This design comes from an exercise in tuning for small area and a short achievable clock period on the open sky130 flow, not from production work.
In this exercise RTL edits were held to simulation tests only and were not proved equivalent to the original.
The flow treats the clock pin as an ideal source. Dropping or thinning the clock tree relies on that and would not hold on a real chip.
Power and IR drop assume default switching activity.

==> inputs of run a <==
Design xbar_alloc_top, start of the top module:
module xbar_alloc_top (
   input  logic         clk,
   input  logic         rst,
   input  logic [24:0]  req,
   input  logic [4:0]   req_tail,
   input  logic [4:0]   out_ready,
   output logic [24:0]  select,
   output logic [4:0]   grant
);
export LEC_CHECK = 0
export CAP_MARGIN = 20
export CORE_MARGIN = 2
export CORE_UTILIZATION = 30
export SLEW_MARGIN = 20
create_clock -name core_clock -period 11.5 [get_ports {clk}]
standard.sh (not shown) runs the stock make flow with config.mk's settings and CLKGATE_MAP_FILE= SYNTH_SCRIPT=/design/flow/synth_recipe.tcl, a recipe that flattens the netlist after the stock synthesis.
==> flow/flow/run.sh <==
#!/bin/bash
# The standard layout with two changes:
#  - synthesis maps logic with flow/abc_area.script (synth_recipe.tcl plus flow/abc_hook.tcl)
#  - the port buffers are the smallest plain buffer instead of the delay buffer
#    buffer_ports picks by default
set -euo pipefail
export BUFFER_PORTS_ARGS="-buffer_cell sky130_fd_sc_hd__buf_1"
export SETUP_SLACK_MARGIN=$(cat flow/margin)
export MY_ABC_SCRIPT=$PWD/flow/abc_area.script
{ head -n 1 synth_recipe.tcl; cat flow/abc_hook.tcl; tail -n +2 synth_recipe.tcl; } > my_synth.tcl
sed "s#SYNTH_SCRIPT=[^ ]*#SYNTH_SCRIPT=$PWD/my_synth.tcl#" standard.sh > my_standard.sh
grep -q "SYNTH_SCRIPT=$PWD/my_synth.tcl" my_standard.sh
bash my_standard.sh > standard.log 2>&1
==> flow/flow/abc_area.script <==
strash
dch -f
map -a
mfs2
strash
dch -f
map -a
topo
buffer -c
upsize -c
dnsize -c
==> flow/flow/abc_hook.tcl <==
# Map with flow/abc_area.script (area-oriented) in place of ORFS's speed script; the rest
# of the synthesis, registers included, is the standard synthesis unchanged.
proc abc {args} {
  set i [lsearch -exact $args -script]
  if { $i >= 0 } { lset args [expr {$i + 1}] $::env(MY_ABC_SCRIPT) }
  yosys abc {*}$args
}
==> flow/flow/margin <==
5.2
==> inputs of run b, as changes to run a <==
--- a/flow/flow/run.sh
+++ b/flow/flow/run.sh
@@ -1,10 +1,14 @@
 #!/bin/bash
-# The standard layout with two changes:
+# The standard layout with these changes:
 #  - synthesis maps logic with flow/abc_area.script (synth_recipe.tcl plus flow/abc_hook.tcl)
 #  - the port buffers are the smallest plain buffer instead of the delay buffer
 #    buffer_ports picks by default
+#  - clock tree: no dummy load cells, and no root buffer (flow/post_cts.tcl)
+#  - after CTS, gate upsizing toward a setup slack of flow/margin ns (flow/post_cts.tcl)
 set -euo pipefail
 export BUFFER_PORTS_ARGS="-buffer_cell sky130_fd_sc_hd__buf_1"
-export SETUP_SLACK_MARGIN=$(cat flow/margin)
+export CTS_ARGS="-sink_clustering_enable -repair_clock_nets -dont_use_dummy_load -buf_list sky130_fd_sc_hd__clkbuf_8 -root_buf sky130_fd_sc_hd__clkbuf_8 -tree_buf sky130_fd_sc_hd__clkbuf_8 -sink_clustering_size 30 -sink_clustering_max_diameter 100"
+export FLOW_DIR_OWN=$PWD/flow
+export POST_CTS_TCL=$PWD/flow/post_cts.tcl
 export MY_ABC_SCRIPT=$PWD/flow/abc_area.script
 { head -n 1 synth_recipe.tcl; cat flow/abc_hook.tcl; tail -n +2 synth_recipe.tcl; } > my_synth.tcl
==> flow/flow/abc_area.script (replaced) <==
strash
&get -n
&deepsyn -T 60
&put
map -D 2200
topo
upsize -c -D 1000
dnsize -c -D 1000
==> flow/flow/drop_clock_root.tcl (new file) <==
# Drop the clock tree's root buffer: the clock port then drives the first-level
# buffers directly (two pins, under the port's fan-out limit).
proc drop_clock_root {} {
  set block [ord::get_db_block]
  set root [$block findInst clkbuf_0_clk]
  if { $root == "NULL" } { return }
  set in_net ""
  set out_net ""
  foreach it [$root getITerms] {
    set mt [$it getMTerm]
    if { [$mt getSigType] != "SIGNAL" } { continue }
    if { [$mt getIoType] == "INPUT" } { set in_net [$it getNet] }
    if { [$mt getIoType] == "OUTPUT" } { set out_net [$it getNet] }
  }
  set loads {}
  foreach it [$out_net getITerms] {
    if { [$it getInst] != $root } { lappend loads $it }
  }
  if { [llength $loads] > 3 } { return }
  foreach it $loads {
    $it disconnect
    $it connect $in_net
  }
  odb::dbInst_destroy $root
  odb::dbNet_destroy $out_net
  puts "dropped clock root buffer; clock port now drives [llength $loads] buffers"
}
==> flow/flow/margin (replaced) <==
5.35
==> flow/flow/post_cts.tcl (new file) <==
# After CTS: drop the clock tree's root buffer (flow/drop_clock_root.tcl), then upsize
# gates on the slowest input-to-output paths until the setup slack reaches flow/margin
# ns (gate sizing only: no buffers, no restructuring), then legalize the placement again.
source $::env(FLOW_DIR_OWN)/drop_clock_root.tcl
drop_clock_root
set margin [string trim [exec cat $::env(FLOW_DIR_OWN)/margin]]
estimate_parasitics -placement
repair_timing -setup -setup_margin $margin -sequence sizeup -skip_last_gasp -verbose
detailed_placement
check_placement -verbose
==> inputs of run c, as changes to run a <==
==> flow/flow/run.sh (replaced) <==
#!/bin/bash
# The standard layout, with the port buffers made from the smallest plain buffer
# instead of the delay buffer buffer_ports picks by default, and timing repair aimed
# at a setup slack of SETUP_SLACK_MARGIN ns.
set -euo pipefail
export BUFFER_PORTS_ARGS="-buffer_cell sky130_fd_sc_hd__buf_1"
export SETUP_SLACK_MARGIN=$(cat flow/margin)
bash standard.sh > standard.log 2>&1
==> flow/flow/margin (replaced) <==
5.5
removed: flow/flow/abc_area.script
removed: flow/flow/abc_hook.tcl
==> inputs of run d, as changes to run a <==
==> flow/flow/run.sh (replaced) <==
#!/bin/bash
# The standard layout, with the port buffers made from the smallest plain buffer
# instead of the delay buffer buffer_ports picks by default.
set -euo pipefail
export BUFFER_PORTS_ARGS="-buffer_cell sky130_fd_sc_hd__buf_1"
bash standard.sh > standard.log 2>&1
removed: flow/flow/abc_area.script
removed: flow/flow/abc_hook.tcl
removed: flow/flow/margin
==> notes <==
The highest final area belongs to run c, the lowest to run b.
Against run d, the first-iteration DRC count of run b is lower by about 50%.
In run a the register-to-register slack is worse than in run c, by 0.07 ns.
Worst hold slack, lowest first: run a, run b, run c, run d.
Total power: run a is higher than run d (about 16%).
Routed wire length: run b < run a < run d < run c.
Between run a and run d, the lower sequential share of layout area is in run d (gap 0.69 points).
Synthesized cell count: run c is lower than run a (about 4%).

========
==> 03-09 <==
==> flow/design.v <==
module xbar_alloc_top (
   input  logic         clk,
   input  logic         rst,
   input  logic [24:0]  req,
   input  logic [4:0]   req_tail,
   input  logic [4:0]   out_ready,
   output logic [24:0]  select,
   output logic [4:0]   grant
);
   lag_xbar_allocator #(.np(5), .max_links_num(1)) u_alloc (
      .clk       (clk),
      .rst       (rst),
      .req       (req),
      .req_tail  (req_tail),
      .out_ready (out_ready),
      .select    (select),
      .grant     (grant)
   );
endmodule

module lag_xbar_allocator #(
   parameter int np            = 5,
   parameter int max_links_num = 2,
   localparam int N            = np * max_links_num,
   localparam int W            = (N > 1) ? $clog2(N) : 1
) (
   input  logic                  clk,
   input  logic                  rst,
   input  logic [N-1:0][N-1:0]   req,
   input  logic [N-1:0]          req_tail,
   input  logic [N-1:0]          out_ready,
   output logic [N-1:0][N-1:0]   select,
   output logic [N-1:0]          grant
);
   logic [N-1:0][W-1:0] pos;
   logic [N-1:0]        lock;
   logic [N-1:0][W-1:0] pos_nxt;
   logic [N-1:0]        lock_nxt;
   function automatic logic [W-1:0] care_mask(input int i);
      logic [W-1:0] m;
      logic         ok;
      m = '1;
      for (int b = W - 1; b >= 0; b--) begin
         ok = 1'b1;
         for (int v = 0; v < N; v++)
            if (v != i && ((W'(v) ^ W'(i)) & m & ~(W'(1) << b)) == '0) ok = 1'b0;
         if (ok) m[b] = 1'b0;
      end
      care_mask = m;
   endfunction
   always_comb begin
      logic [N-1:0] c;      
      logic [N-1:0] pd;     
      logic [N-1:0] m;      
      logic [N-1:0] hi;     
      logic         nhb, ncb, anyhi;
      logic         free;
      select = '0;
      for (int o = 0; o < N; o++) begin
         for (int i = 0; i < N; i++) begin
            c[i]  = req[i][o];
            pd[i] = ((pos[o] ^ W'(i)) & care_mask(i)) == '0;
         end
         m[0] = pd[0];
         for (int i = 1; i < N; i++) m[i] = m[i-1] | pd[i];
         hi = c & m;
         anyhi = |hi;
         free = !lock[o];
         nhb = 1'b1;
         ncb = 1'b1;
         for (int i = 0; i < N; i++) begin
            select[o][i] = out_ready[o] && !rst && c[i] &&
                           (pd[i] || (free && (m[i] ? nhb : (!anyhi && ncb))));
            nhb = nhb & !hi[i];
            ncb = ncb & !c[i];
         end
      end
   end
   always_comb begin
      grant = '0;
      for (int o = 0; o < N; o++) begin
         grant = grant | select[o];
      end
   end
   always_comb begin
      logic any;
      for (int o = 0; o < N; o++) begin
         any         = |select[o];
         pos_nxt[o]  = any ? '0 : pos[o];
         lock_nxt[o] = 1'b0;
         for (int i = 0; i < N; i++) begin
            if (select[o][i]) pos_nxt[o] = pos_nxt[o] | (req_tail[i] ? W'((i + 1) % N) : W'(i));
            lock_nxt[o] = lock_nxt[o] | (select[o][i] & !req_tail[i]);
         end
         if (!any) lock_nxt[o] = lock[o];
      end
   end
   always_ff @(posedge clk or posedge rst) begin
      if (rst) begin
         pos  <= '0;
         lock <= '0;
      end else begin
         pos  <= pos_nxt;
         lock <= lock_nxt;
      end
   end
endmodule
==> flow/flow/run.sh <==
#!/bin/bash
# The standard layout with these changes:
#  - synthesis maps logic with flow/abc_area.script (synth_recipe.tcl plus flow/abc_hook.tcl)
#  - the port buffers are the smallest plain buffer instead of the delay buffer
#    buffer_ports picks by default
#  - clock tree: no dummy load cells, and no root buffer (flow/post_cts.tcl)
#  - after CTS, gate upsizing toward a setup slack of flow/margin ns (flow/post_cts.tcl)
set -euo pipefail
export BUFFER_PORTS_ARGS="-buffer_cell sky130_fd_sc_hd__buf_1"
export CTS_ARGS="-sink_clustering_enable -repair_clock_nets -dont_use_dummy_load -buf_list sky130_fd_sc_hd__clkbuf_8 -root_buf sky130_fd_sc_hd__clkbuf_8 -tree_buf sky130_fd_sc_hd__clkbuf_8 -sink_clustering_size 30 -sink_clustering_max_diameter 100"
export FLOW_DIR_OWN=$PWD/flow
export POST_CTS_TCL=$PWD/flow/post_cts.tcl
export MY_ABC_SCRIPT=$PWD/flow/abc_area.script
{ head -n 1 synth_recipe.tcl; cat flow/abc_hook.tcl; tail -n +2 synth_recipe.tcl; } > my_synth.tcl
sed "s#SYNTH_SCRIPT=[^ ]*#SYNTH_SCRIPT=$PWD/my_synth.tcl#" standard.sh > my_standard.sh
grep -q "SYNTH_SCRIPT=$PWD/my_synth.tcl" my_standard.sh
bash my_standard.sh > standard.log 2>&1
==> flow/flow/abc_area.script <==
strash
&get -n
&deepsyn -T 60
&put
map -a
topo
upsize -c -D 1000
dnsize -c -D 1000
==> flow/flow/abc_hook.tcl <==
# Map with flow/abc_area.script (area-oriented) in place of ORFS's speed script; the rest
# of the synthesis, registers included, is the standard synthesis unchanged.
proc abc {args} {
  set i [lsearch -exact $args -script]
  if { $i >= 0 } { lset args [expr {$i + 1}] $::env(MY_ABC_SCRIPT) }
  yosys abc {*}$args
}
==> flow/flow/drop_clock_root.tcl <==
# Drop the clock tree's root buffer: the clock port then drives the first-level
# buffers directly (two pins, under the port's fan-out limit).
proc drop_clock_root {} {
  set block [ord::get_db_block]
  set root [$block findInst clkbuf_0_clk]
  if { $root == "NULL" } { return }
  set in_net ""
  set out_net ""
  foreach it [$root getITerms] {
    set mt [$it getMTerm]
    if { [$mt getSigType] != "SIGNAL" } { continue }
    if { [$mt getIoType] == "INPUT" } { set in_net [$it getNet] }
    if { [$mt getIoType] == "OUTPUT" } { set out_net [$it getNet] }
  }
  set loads {}
  foreach it [$out_net getITerms] {
    if { [$it getInst] != $root } { lappend loads $it }
  }
  if { [llength $loads] > 3 } { return }
  foreach it $loads {
    $it disconnect
    $it connect $in_net
  }
  odb::dbInst_destroy $root
  odb::dbNet_destroy $out_net
  puts "dropped clock root buffer; clock port now drives [llength $loads] buffers"
}
==> flow/flow/margin <==
5.2
==> flow/flow/post_cts.tcl <==
# After CTS: drop the clock tree's root buffer (flow/drop_clock_root.tcl), then upsize
# gates on the slowest input-to-output paths until the setup slack reaches flow/margin
# ns (gate sizing only: no buffers, no restructuring), then legalize the placement again.
source $::env(FLOW_DIR_OWN)/drop_clock_root.tcl
drop_clock_root
set margin [string trim [exec cat $::env(FLOW_DIR_OWN)/margin]]
estimate_parasitics -placement
repair_timing -setup -setup_margin $margin -sequence sizeup -skip_last_gasp -verbose
detailed_placement
check_placement -verbose
==> flow/standard.sh <==
#!/bin/bash
# synth_recipe.tcl (not shown) runs the flow's synth.tcl, then flattens the netlist and writes it again
# the make line also repeats each setting of config.mk as NAME=value (left out here)
make -C /OpenROAD-flow-scripts/flow DESIGN_CONFIG=/design/flow/config.mk WORK_HOME=/design/flow/orfs CLKGATE_MAP_FILE= SYNTH_SCRIPT=/design/flow/synth_recipe.tcl "${@:-finish}"
==> flow/config.mk <==
export PLATFORM = sky130hd
export DESIGN_NAME = xbar_alloc_top
export DESIGN_NICKNAME = xbar_alloc_top
export VERILOG_FILES = /design/flow/design.v
export SDC_FILE = /design/flow/constraint.sdc
export NUM_CORES = 4
export LEC_CHECK = 0
export CAP_MARGIN = 20
export CORE_MARGIN = 2
export CORE_UTILIZATION = 30
export SLEW_MARGIN = 20
==> flow/constraint.sdc <==
create_clock -name core_clock -period 11.5 [get_ports {clk}]
set_input_delay 2.3000 -clock core_clock [delete_from_list [all_inputs] [get_ports {clk}]]
set_output_delay 2.3000 -clock core_clock [all_outputs]
set_load 0.01 [all_outputs]
==> 08-02: changes against 03-09 <==
==> flow/flow/abc_area.script (replaced) <==
strash
&get -n
&deepsyn -T 60
&put
map -D 2000
topo
upsize -c -D 1000
dnsize -c -D 1000
==> 09-11: changes against 03-09 <==
==> flow/flow/abc_area.script (replaced) <==
strash
&get -n
&deepsyn -T 60
&put
map -D 2200
topo
upsize -c -D 1000
dnsize -c -D 1000
==> flow/flow/margin (replaced) <==
0
==> qor summary <==
quantity	03-09	08-02	09-11
Stages on worst setup path	16	16	9
Clock-cell share of area	1.257%	1.256%	1.299%
Register-to-register setup slack	8.90 ns	8.90 ns	9.07 ns
Share of the synthesized area in compound gates (AO/OA/AOI/OAI)	34.45%	35.29%	34.98%
Drt initial violations	163	176	134
Sequential power share	33.2%	33.5%	33.5%
Fill cells	624	639	645
Power in the clock group	33.1 uW	33.2 uW	33.4 uW
Lkg Pwr	0.0008546 uW	0.0008788 uW	0.0008031 uW
Setup WS post-layout	5.000 ns	5.053 ns	4.878 ns
Fraction of the mapped netlist area in simple logic gates	25.27%	25.21%	25.12%
GRT met1 Usage	25.12%	25.02%	25.28%
Most common cell in the netlist	sky130_fd_sc_hd__clkinv_1	sky130_fd_sc_hd__nand2_1	sky130_fd_sc_hd__clkinv_1
Post-synth net total	300	298	300
Sw frac	48.62%	48.81%	48.66%
Run status	complete, no violations	complete, no violations	complete, no violations
Multi-input logic area	1084 sq um	1092 sq um	1054 sq um
Fraction of the yosys area taken by sequential cells	28.47%	28.57%	28.55%
Proportion of layout cells with a drive suffix above 1	9.337%	8.788%	4.532%
X dimension of the die	80.55 um	80.41 um	80.44 um
Die Y-Extent	80.55 um	80.41 um	80.44 um

-- afterwards: timing with drivers on the ports --
In the flow no input, the clock included, has a driving cell. The finished layouts below were timed again as built, in two steps. Step 1, drivers: a clkbuf_16 drives clk and a buf_2 each remaining input, both assumed. Step 2 also shifts input and output timing later by t, the mid clock arrival at the registers, as if the neighbouring blocks saw the same clock. Three values: no drivers, after step 1, after step 2; two values: the first two.
run | t, ns | slack for setup (ns) | clock arrival spread, ns
run a | 0.282 | 5.281 / 5.256 / 5.256 | 0.007 / 0.007
run b | 0.168 | 5.235 / 5.193 / 5.193 | 0.012 / 0.012
run c | 0.279 | 5.494 / 5.470 / 5.470 | 0.003 / 0.003
run d | 0.279 | 5.048 / 5.026 / 5.026 | 0.005 / 0.005
03-09 | 0.164 | 5.000 / 4.975 / 4.975 | 0.018 / 0.018
08-02 | 0.165 | 5.053 / 5.008 / 5.008 | 0.005 / 0.004
09-11 | 0.168 | 4.878 / 4.857 / 4.857 | 0.010 / 0.009
After both steps setup and hold are still met in every run listed. For 08-02, which loses most, drivers alone change the setup slack by -0.045 ns; drivers and shift together by -0.045 ns.
